From an optimization exercise on the open Yosys and OpenROAD flow, aimed at small area; shortcuts taken in it are not production practice. The RTL was checked by simulation tests, not by an equivalence proof against the original design. Power is estimated from default activity; no workload was simulated.

<file path="design/flow/design.v">
module gprs_mp #(
  parameter int unsigned DATA_W   = 32,
  parameter int unsigned ADDR_W   = 5,
  parameter int unsigned NUM_RD   = 2,
  parameter int unsigned NUM_WR   = 2,
  parameter bit          ZERO_REG = 1'b1
) (
  input  logic                       clk,
  input  logic                       rst,
  input  logic [NUM_RD*ADDR_W-1:0]   i_rd_addr,
  output logic [NUM_RD*DATA_W-1:0]   o_rd_data,
  output logic [NUM_RD-1:0]          o_rd_busy,
  input  logic [NUM_WR-1:0]          i_wr_en,
  input  logic [NUM_WR*ADDR_W-1:0]   i_wr_addr,
  input  logic [NUM_WR*DATA_W-1:0]   i_wr_data,
  input  logic                       i_sb_set_en,
  input  logic [ADDR_W-1:0]          i_sb_set_addr,
  output logic [(2**ADDR_W)-1:0]     o_busy_vec,
  input  logic                       i_dbg_halt,
  input  logic                       i_dbg_req,
  input  logic                       i_dbg_we,
  input  logic [ADDR_W-1:0]          i_dbg_addr,
  input  logic [DATA_W-1:0]          i_dbg_wdata,
  output logic                       o_dbg_ack,
  output logic [DATA_W-1:0]          o_dbg_rdata
);
  localparam int unsigned DEPTH  = 2**ADDR_W;
  localparam int unsigned NUM_LK = NUM_RD + 1;
  typedef enum logic {S_IDLE, S_ACK} state_t;
  state_t                    state;
  logic [DATA_W-1:0]         mem [DEPTH];
  logic [DEPTH-1:0]          busy;
  logic                      dbg_acc;
  logic                      dbg_wr;
  logic [NUM_LK*ADDR_W-1:0]  lk_addr;
  logic [DATA_W-1:0]         lk_data [NUM_LK];
  assign dbg_acc = (state == S_IDLE) & i_dbg_req & i_dbg_halt & ~rst;
  assign dbg_wr  = dbg_acc & i_dbg_we;
  assign lk_addr = {i_dbg_addr, i_rd_addr};
  assign o_busy_vec = busy;
  for (genvar k = 0; k < NUM_LK; k++) begin : g_lk
    logic [ADDR_W-1:0] a;
    logic              hit;
    logic [DATA_W-1:0] byp;
    assign a = lk_addr[k*ADDR_W +: ADDR_W];
    always_comb begin
      hit = 1'b0;
      byp = '0;
      for (int j = 0; j < int'(NUM_WR); j++) begin
        if (i_wr_en[j] && (i_wr_addr[j*ADDR_W +: ADDR_W] == a)) begin
          hit = 1'b1;
          byp = i_wr_data[j*DATA_W +: DATA_W];
        end
      end
      if (dbg_wr && (i_dbg_addr == a)) begin
        hit = 1'b1;
        byp = i_dbg_wdata;
      end
      if (ZERO_REG && (a == '0)) begin
        hit = 1'b1;
        byp = '0;
      end
    end
    assign lk_data[k] = hit ? byp : mem[a];
    if (k < NUM_RD) begin : g_port
      assign o_rd_data[k*DATA_W +: DATA_W] = lk_data[k];
      assign o_rd_busy[k] = busy[a] & ~hit;
    end
  end
  always_ff @(posedge clk) begin
    if (rst) begin
      for (int i = 0; i < int'(DEPTH); i++) begin
        mem[i] <= '0;
      end
      busy <= '0;
    end else begin
      for (int j = 0; j < int'(NUM_WR); j++) begin
        if (i_wr_en[j] && !(ZERO_REG && (i_wr_addr[j*ADDR_W +: ADDR_W] == '0))) begin
          mem[i_wr_addr[j*ADDR_W +: ADDR_W]]  <= i_wr_data[j*DATA_W +: DATA_W];
          busy[i_wr_addr[j*ADDR_W +: ADDR_W]] <= 1'b0;
        end
      end
      if (dbg_wr && !(ZERO_REG && (i_dbg_addr == '0))) begin
        mem[i_dbg_addr]  <= i_dbg_wdata;
        busy[i_dbg_addr] <= 1'b0;
      end
      if (i_sb_set_en && !(ZERO_REG && (i_sb_set_addr == '0))) begin
        busy[i_sb_set_addr] <= 1'b1;
      end
    end
  end
  always_ff @(posedge clk) begin
    if (rst) begin
      state       <= S_IDLE;
      o_dbg_ack   <= 1'b0;
      o_dbg_rdata <= '0;
    end else begin
      case (state)
        S_IDLE: begin
          o_dbg_ack <= 1'b0;
          if (dbg_acc) begin
            if (!i_dbg_we) begin
              o_dbg_rdata <= lk_data[NUM_RD];
            end
            o_dbg_ack <= 1'b1;
            state     <= S_ACK;
          end
        end
        S_ACK: begin
          o_dbg_ack <= 1'b0;
          state     <= S_IDLE;
        end
        default: begin
          o_dbg_ack <= 1'b0;
          state     <= S_IDLE;
        end
      endcase
    end
  end
endmodule
</file>
<file path="design/flow/run.sh">
#!/bin/bash
# synth_recipe.tcl (not shown) runs the flow's synth.tcl, then flattens the netlist and writes it again
# the make line also repeats each setting of config.mk as NAME=value (left out here)
make -C /OpenROAD-flow-scripts/flow DESIGN_CONFIG=/design/flow/config.mk WORK_HOME=/design/flow/orfs CLKGATE_MAP_FILE= SYNTH_SCRIPT=/design/flow/synth_recipe.tcl finish
</file>
<file path="design/flow/config.mk">
export PLATFORM = sky130hd
export DESIGN_NAME = gprs_mp
export DESIGN_NICKNAME = gprs_mp
export VERILOG_FILES = /design/flow/design.v
export SDC_FILE = /design/flow/constraint.sdc
export NUM_CORES = 4
export LEC_CHECK = 0
export CAP_MARGIN = 20
export CORE_MARGIN = 2
export CORE_UTILIZATION = 20
export PLACE_DENSITY = 0.25
export SLEW_MARGIN = 20
</file>
<file path="design/flow/constraint.sdc">
create_clock -name core_clock -period 7.5 [get_ports {clk}]
set_input_delay 1.5000 -clock core_clock [delete_from_list [all_inputs] [get_ports {clk}]]
set_output_delay 1.5000 -clock core_clock [all_outputs]
set_load 0.01 [all_outputs]
</file>
==> results.cfg, run 1 <==
[status]
status = complete, no violations

[power]
p_int_mw = 12.7
clock_power_share_pct = 44.1
p_sw_mw = 6.66
swShare_pct = 34.4
ir_drop_mv = 0.149
power_frac_seq_pct = 36.4
power.leakage_nw = 32.2
p_comb_share_pct = 19.4
p_per_area_nw_per_um2 = 195

[detailed_routing]
final_antenna_net_count = 0
vias = 85300
drt-initial-drc-count = 13500
dr.pass1.iters = 6
vias_per_cell = 6.16
wl_per_cell_um = 54.9
remaining_drc_errors = 0
wl_um = 761000

[yosys]
synth_fp_nets = 8546
ys_types = 82
synth.top_cell.area_share_pct = 37.1
syn_area_sq_um = 82900
synthCells = 8391
async_flop_share_pct = 0
synth_warnings = 2
synthFlopType = edfxtp_1
netlist_top_cells_area = edfxtp_1 37%, mux4_2 12%, a22oi_1 11%, mux2i_1 8.6%, nand2_1 5.1%
seq_area_frac_synth_pct = 38.7
ys_ff_latch = 1089
synth-edff-count = 1024
synth_area_per_cell_sq_um = 9.88
yosysTopAreaCell = edfxtp_1

[timing]
finalSetupViolations = 0
rsz0062_at_grt = false
period_minus_slack_ps = 7190
hold_slack_ps = 460
setup_tns_ps = 0
report.final.slew_viol_count = 0
worst_pin_slew_ps = 1250
fin_crit_sh_pct = 95.9
clock_skew_ps = 50.8
hold_violations = 0
fmax_mhz = 139
relSlewSlack_pct = 16.8

[global_route]
grt_overflow = 0
grt_first_pass_wirelength_um = 950000
track_usage_pct = 35.1
grt_max_degree = 90
grt_antenna_before_repair = 124
grt_pass1_vias = 78600

[hold_path]
min_path_type = reg2reg
hp-start = o_dbg_rdata[21]
hold_end = o_dbg_rdata[21]
min_delay_path_depth = 2

[critical_path]
r2r_cells = 7
arrival_ps = 5690
critPathKind = in2out
worstSetupStartpointType = input port
slowest_stage = nor3_1
cpPeakStageDelay_ps = 920
reg2reg_from = o_dbg_ack
path_buf_inv = 4
cp-end-kind = output port
cp_top_family = buffers and inverters
crit_required_ps = 6000
path_max_fanout = 31
r2r-end = mem[12][12]
path_cells = clkdlybuf4s50_1, xnor2_1, nand2_1, or3_2, buf_4, o221a_2, a21oi_1, nor3_1, buf_4, clkdlybuf4s50_1
reg2reg_slack_ps = 4010

[cells_and_area]
layout-drive-gt1-share_pct = 19.0
area.growth.synth_to_final_pct = 19.9
post-route-util_pct = 24.1
layout_commonest_cell = a22oi_1
layout_common_cells = 1206 x a22oi_1, 1127 x nand2_1, 1024 x edfxtp_1, 832 x o21ai_0, 714 x mux2i_1
fin_nets = 8365
stdcell_area_sq_um = 99400

[floorplan]
die_h_um = 648
chipWidth_um = 648
rows = 236
start_util_pct = 20.1
core_sq_um = 413000
die_area_sq_um = 420000
ios = 265

[job]
drv_cap = 0

[clock_tree]
cts-root-buf = clkbuf_16
cts_hold_buf = 0
clk_path_buf_depth = 4
cts_buffers = 172
clk_transition_reported_paths_ps = 60
htreeDepth = 4
cts_tree = built
insertion_delay_ps = 940
clock-sinks = 1089
post_cts_buffers = 0
ctsResizeCount = 0

[place]
io_buffers = 264
gp_congestion = 0.899
hpwl_um = 482000
postPlaceCellArea_sq_um = 93800
## metal layers
layer | GRT usage (%) | wire, um | up-vias
met4 | 20.7 | 51600 | 28
met5 | 0 | 185 | -
met2 | 53.6 | 334000 | 5937
met1 | 45.0 | 312000 | 45400
met3 | 8.08 | 63200 | 1531
li1 | - | - | 32500
## power groups by stage
stage	sequential, mW	clock (mW)	combinational (mW)
3_3_place_gp	7.17	0	3.65
3_5_place_dp	7.17	0	3.64
2_1_floorplan	7.07	0	1.59
4_1_cts	7.04	8.68	3.65
6_report	7.05	8.55	3.76
5_1_grt	7.07	8.80	3.73
## registers in the layout, indices dropped and copies added (netlist names)
name / flops
mem: 1024
busy: 32
o_dbg_rdata: 32
o_dbg_ack: 1
## cells in the mapped netlist (all sizes together) (34+ instances only)
| cell type | n |
|---|---|
| a21oi | 97 |
| a22oi | 1206 |
| buf | 544 |
| clkbuf | 670 |
| dfxtp | 65 |
| edfxtp | 1024 |
| mux2i | 714 |
| mux4 | 439 |
| nand2 | 1142 |
| nand3 | 98 |
| nor2 | 234 |
| nor2b | 35 |
| nor3 | 103 |
| o21a | 34 |
| o21ai | 1088 |
| o221ai | 63 |
| o22ai | 336 |
| or4 | 62 |
| xnor2 | 35 |
## worst max-delay path by stage
stage	startpoint	endpoint	slack, ps	cells after the start
CTS	i_rd_addr[4]	o_rd_data[10]	410	10
global placement	i_wr_addr[6]	o_rd_data[53]	-870	10
detailed placement	i_rd_addr[4]	o_rd_data[10]	420	10
global route	i_rd_addr[4]	o_rd_data[10]	360	10
floorplan	i_dbg_addr[0]	mem[14][0]	2500	13
finish	i_rd_addr[4]	o_rd_data[10]	310	10
## logic make-up after synthesis
| kind of cell | after synthesis | share of synthesized area (%) |
|---|---|---|
| flip-flops | 1089 | 38.7 |
| buffers and inverters | 1236 | 6.51 |
| multiplexers | 1154 | 20.6 |
| AND/OR/NAND/NOR | 1839 | 10.0 |
| adder cells (fa/ha/maj) | 21 | 0.317 |
| XOR/XNOR | 50 | 0.528 |
| AO/OA/AOI/OAI | 3002 | 23.4 |
## per-stage QoR
step           worst slack [ps]  power [mW]  instances
6_report                    311        19.4      13900
4_1_cts                     409        19.4      13800
2_1_floorplan              2500        8.66       8391
3_3_place_gp               -866        10.8      13500
3_5_place_dp                416        10.8      13500
5_1_grt                     363        19.6      13800
## worst reg2reg max path, stage by stage (launching register included)
cell and delay [ps]:
dfxtp_1 330, nand4bb_4 280, nor3_4 230, buf_4 290, nand2_2 440, nor3_2 390
or4_4 770, buf_12 330
## area by class of cell
cell class / instances / area (sq um)
Antenna cell: 50 / 125
Sequential cell: 1089 / 32100
Tap cell: 5474 / 6850
Inverter: 22 / 82.6
Timing Repair Buffer: 859 / 8280
Fill cell: 43700 / 313000
Multi-Input combinational cell: 6066 / 46600
Clock buffer: 228 / 4630
Clock inverter: 75 / 797
==> run 2, diff against run 1 <==
==> design/flow/design.v (replaced) <==
module gprs_mp #(
  parameter int unsigned DATA_W   = 32,
  parameter int unsigned ADDR_W   = 5,
  parameter int unsigned NUM_RD   = 2,
  parameter int unsigned NUM_WR   = 2,
  parameter bit          ZERO_REG = 1'b1
) (
  input  logic                       clk,
  input  logic                       rst,
  input  logic [NUM_RD*ADDR_W-1:0]   i_rd_addr,
  output logic [NUM_RD*DATA_W-1:0]   o_rd_data,
  output logic [NUM_RD-1:0]          o_rd_busy,
  input  logic [NUM_WR-1:0]          i_wr_en,
  input  logic [NUM_WR*ADDR_W-1:0]   i_wr_addr,
  input  logic [NUM_WR*DATA_W-1:0]   i_wr_data,
  input  logic                       i_sb_set_en,
  input  logic [ADDR_W-1:0]          i_sb_set_addr,
  output logic [(2**ADDR_W)-1:0]     o_busy_vec,
  input  logic                       i_dbg_halt,
  input  logic                       i_dbg_req,
  input  logic                       i_dbg_we,
  input  logic [ADDR_W-1:0]          i_dbg_addr,
  input  logic [DATA_W-1:0]          i_dbg_wdata,
  output logic                       o_dbg_ack,
  output logic [DATA_W-1:0]          o_dbg_rdata
);
  localparam int unsigned DEPTH = 2**ADDR_W;
  logic [DATA_W-1:0] w0, w1, wd;
  logic [ADDR_W-1:0] a0, a1;
  assign w0 = i_wr_data[0 +: DATA_W];
  assign w1 = i_wr_data[DATA_W +: DATA_W];
  assign wd = i_dbg_wdata;
  assign a0 = i_wr_addr[0 +: ADDR_W];
  assign a1 = i_wr_addr[ADDR_W +: ADDR_W];
  logic dbg_acc, dbg_wr, dbg_rd;
  assign dbg_acc = ~o_dbg_ack & i_dbg_req & i_dbg_halt & ~rst;
  assign dbg_wr  = dbg_acc & i_dbg_we;
  assign dbg_rd  = dbg_acc & ~i_dbg_we;
  logic [DATA_W-1:0] memn [1:DEPTH-1];
  logic [DEPTH-1:1]  busy;
  logic [DEPTH-1:1] s0, s1, sd, hold, set_r;
  always_comb begin
    for (int r = 1; r < DEPTH; r++) begin
      logic e0, e1, ed;
      e0 = i_wr_en[0] & (a0 == ADDR_W'(r));
      e1 = i_wr_en[1] & (a1 == ADDR_W'(r));
      ed = dbg_wr & (i_dbg_addr == ADDR_W'(r));
      sd[r]   = ed;
      s1[r]   = e1 & ~ed & ~rst;
      s0[r]   = e0 & ~e1 & ~ed & ~rst;
      hold[r] = ~(e0 | e1 | ed | rst);
      set_r[r] = i_sb_set_en & (i_sb_set_addr == ADDR_W'(r));
    end
  end
  always_ff @(posedge clk) begin
    for (int r = 1; r < DEPTH; r++) begin
      memn[r] <= ~(({DATA_W{s0[r]}} & w0) | ({DATA_W{s1[r]}} & w1) |
                   ({DATA_W{sd[r]}} & wd) | ({DATA_W{hold[r]}} & ~memn[r]));
      busy[r] <= ~rst & (set_r[r] | (hold[r] & busy[r]));
    end
  end
  assign o_busy_vec = {busy, 1'b0};
  logic [3*ADDR_W-1:0] lk_addr;
  logic [DATA_W-1:0]   lk_data [3];
  logic [2:0]          lk_busy;
  assign lk_addr = {i_dbg_addr, i_rd_addr};
  for (genvar k = 0; k < 3; k++) begin : g_lk
    logic [ADDR_W-1:0] a;
    logic z, hd, h1, h0, nh;
    logic [DEPTH-1:1] dec;
    assign a  = lk_addr[k*ADDR_W +: ADDR_W];
    assign z  = (a == '0);
    assign hd = (k < 2) & dbg_wr & (i_dbg_addr == a) & ~z;
    assign h1 = i_wr_en[1] & (a1 == a) & ~z & ~hd;
    assign h0 = i_wr_en[0] & (a0 == a) & ~z & ~hd & ~h1;
    assign nh = ~(hd | h1 | h0);
    for (genvar r = 1; r < DEPTH; r++) begin : g_dec
      assign dec[r] = nh & (a == ADDR_W'(r));
    end
    always_comb begin
      logic [DATA_W-1:0] acc;
      logic bacc;
      acc  = ({DATA_W{hd}} & wd) | ({DATA_W{h1}} & w1) | ({DATA_W{h0}} & w0);
      bacc = 1'b0;
      for (int r = 1; r < DEPTH; r++) begin
        acc  = acc | ({DATA_W{dec[r]}} & ~memn[r]);
        bacc = bacc | (dec[r] & busy[r]);
      end
      lk_data[k] = acc;
      lk_busy[k] = bacc;
    end
  end
  assign o_rd_data = {lk_data[1], lk_data[0]};
  assign o_rd_busy = lk_busy[1:0];
  always_ff @(posedge clk) begin
    if (rst) begin
      o_dbg_ack   <= 1'b0;
      o_dbg_rdata <= '0;
    end else begin
      o_dbg_ack <= dbg_acc;
      if (dbg_rd) o_dbg_rdata <= lk_data[2];
    end
  end
endmodule
--- a/design/flow/config.mk
+++ b/design/flow/config.mk
@@ -9,4 +9,4 @@
 export CORE_MARGIN = 2
-export CORE_UTILIZATION = 20
-export PLACE_DENSITY = 0.25
+export CORE_UTILIZATION = 55
+export PLACE_DENSITY = 0.65
 export SLEW_MARGIN = 20
==> results.cfg, run 2 <==
[status]
status = did not finish
lastStage = 5_1_grt
stop_error = [ERROR GRT-0116] Global routing finished with congestion. Check the congestion regions in the DRC Viewer.

[global_route]
grt_first_pass_wirelength_um = 904000
grt_pass1_vias = 104000
track_usage_pct = 99.0
grt_max_degree = 82
grt_overflow = 3800

[yosys]
ys_ff_latch = 1056
async_flop_share_pct = 0
synth_warnings = 3
yosysTopAreaCell = dfxtp_1
synthFlopType = dfxtp_1
syn_area_sq_um = 67500
synthCells = 8751
netlist_top_cells_count = 1056 x dfxtp_1, 1041 x clkbuf_1, 904 x o22ai_1, 628 x o21ai_0, 577 x nor3_1
synth_fp_nets = 8885
seq_area_frac_synth_pct = 31.3
yosysMostFrequentCell = dfxtp_1
synth.top_cell.area_share_pct = 31.3
synth_area_per_cell_sq_um = 7.72
synth-edff-count = 0
ys_types = 92
netlist_top_cells_area = dfxtp_1 31%, o22ai_1 8.4%, a222oi_1 7.1%, clkbuf_1 5.8%, a22oi_1 5.5%

[place]
hpwl_um = 382000
pre_cts_slack_ps = 33.4
place_inst = 10100
io_buffers = 263
postPlaceCellArea_sq_um = 74500
gp_congestion = 1.40

[clock_tree]
htreeDepth = 3
cts_hold_buf = 0
cts-root-buf = clkbuf_16
cts_buffers = 115
ctsResizeCount = 0
clock-sinks = 1056
post_cts_buffers = 0
clk_path_buf_depth = 3

[floorplan]
die_h_um = 354
ios = 265
start_util_pct = 55.4
chipWidth_um = 354
rows = 128
==> run 2: layer usage <==
metal | GRT usage [%] | GRT overflow
met1 | 98.1 | 681
met2 | 104 | 1433
met3 | 95.6 | 645
met4 | 99.4 | 950
met5 | 88.0 | 91
==> run 2: how the worst max path moves through the flow <==
stage               slack [ps]       endpoint
floorplan                 1790   o_rd_data[7]
global placement           100  o_rd_data[50]
detailed placement          30  o_rd_data[50]
CTS                        0.4  o_rd_data[50]
==> run 2: cells by family after synthesis <==
kind of cell / synth area share, %
flip-flops: 31.3
XOR/XNOR: 0.493
multiplexers: 0.963
AND/OR/NAND/NOR: 15.7
other: 0.00555
buffers and inverters: 7.81
AO/OA/AOI/OAI: 43.7
==> run 2: power by group through the flow <==
stage	combinational (mW)	sequential, mW	clock (mW)
after CTS	1.95	5.85	6.20
after detailed placement	1.94	5.97	0
after global placement	1.92	5.97	0
after floorplan	0.862	5.90	0
==> run 2: per-stage QoR <==
step | utilization, % | power [mW]
after floorplan | - | 6.76
after global placement | 61.1 | 7.90
after detailed placement | 61.1 | 7.91
after CTS | 64.4 | 14.0

[re-timing with driven ports]
Ports are ideal in the flow. The routed layout listed here was re-timed in OpenROAD. Step 1: set_driving_cell puts a clkbuf_16 on clk and a buf_2 on each other input, an assumption about the parent block. Step 2 times the ports against the registers' clock, not the clock port: input delays grow and output delays shrink by t, the midpoint of the rising clock arrivals with the driver on. Slacks: no drivers / after step 1 / after step 2; pairs: no drivers / after step 1.
run: run 1
t, ns: 1.047
slack for setup (ns): 0.311 / 0.073 / 0.073
worst setup path after step 2: input to output
slew at the worst register clock pin (ns): 0.07 / 0.07
worst data-port slew with drivers (ns): 0.43
After both steps setup and hold are still met in run 1. The setup slack of run 1 moves by -0.238 ns with the drivers and by -0.238 ns with both steps.
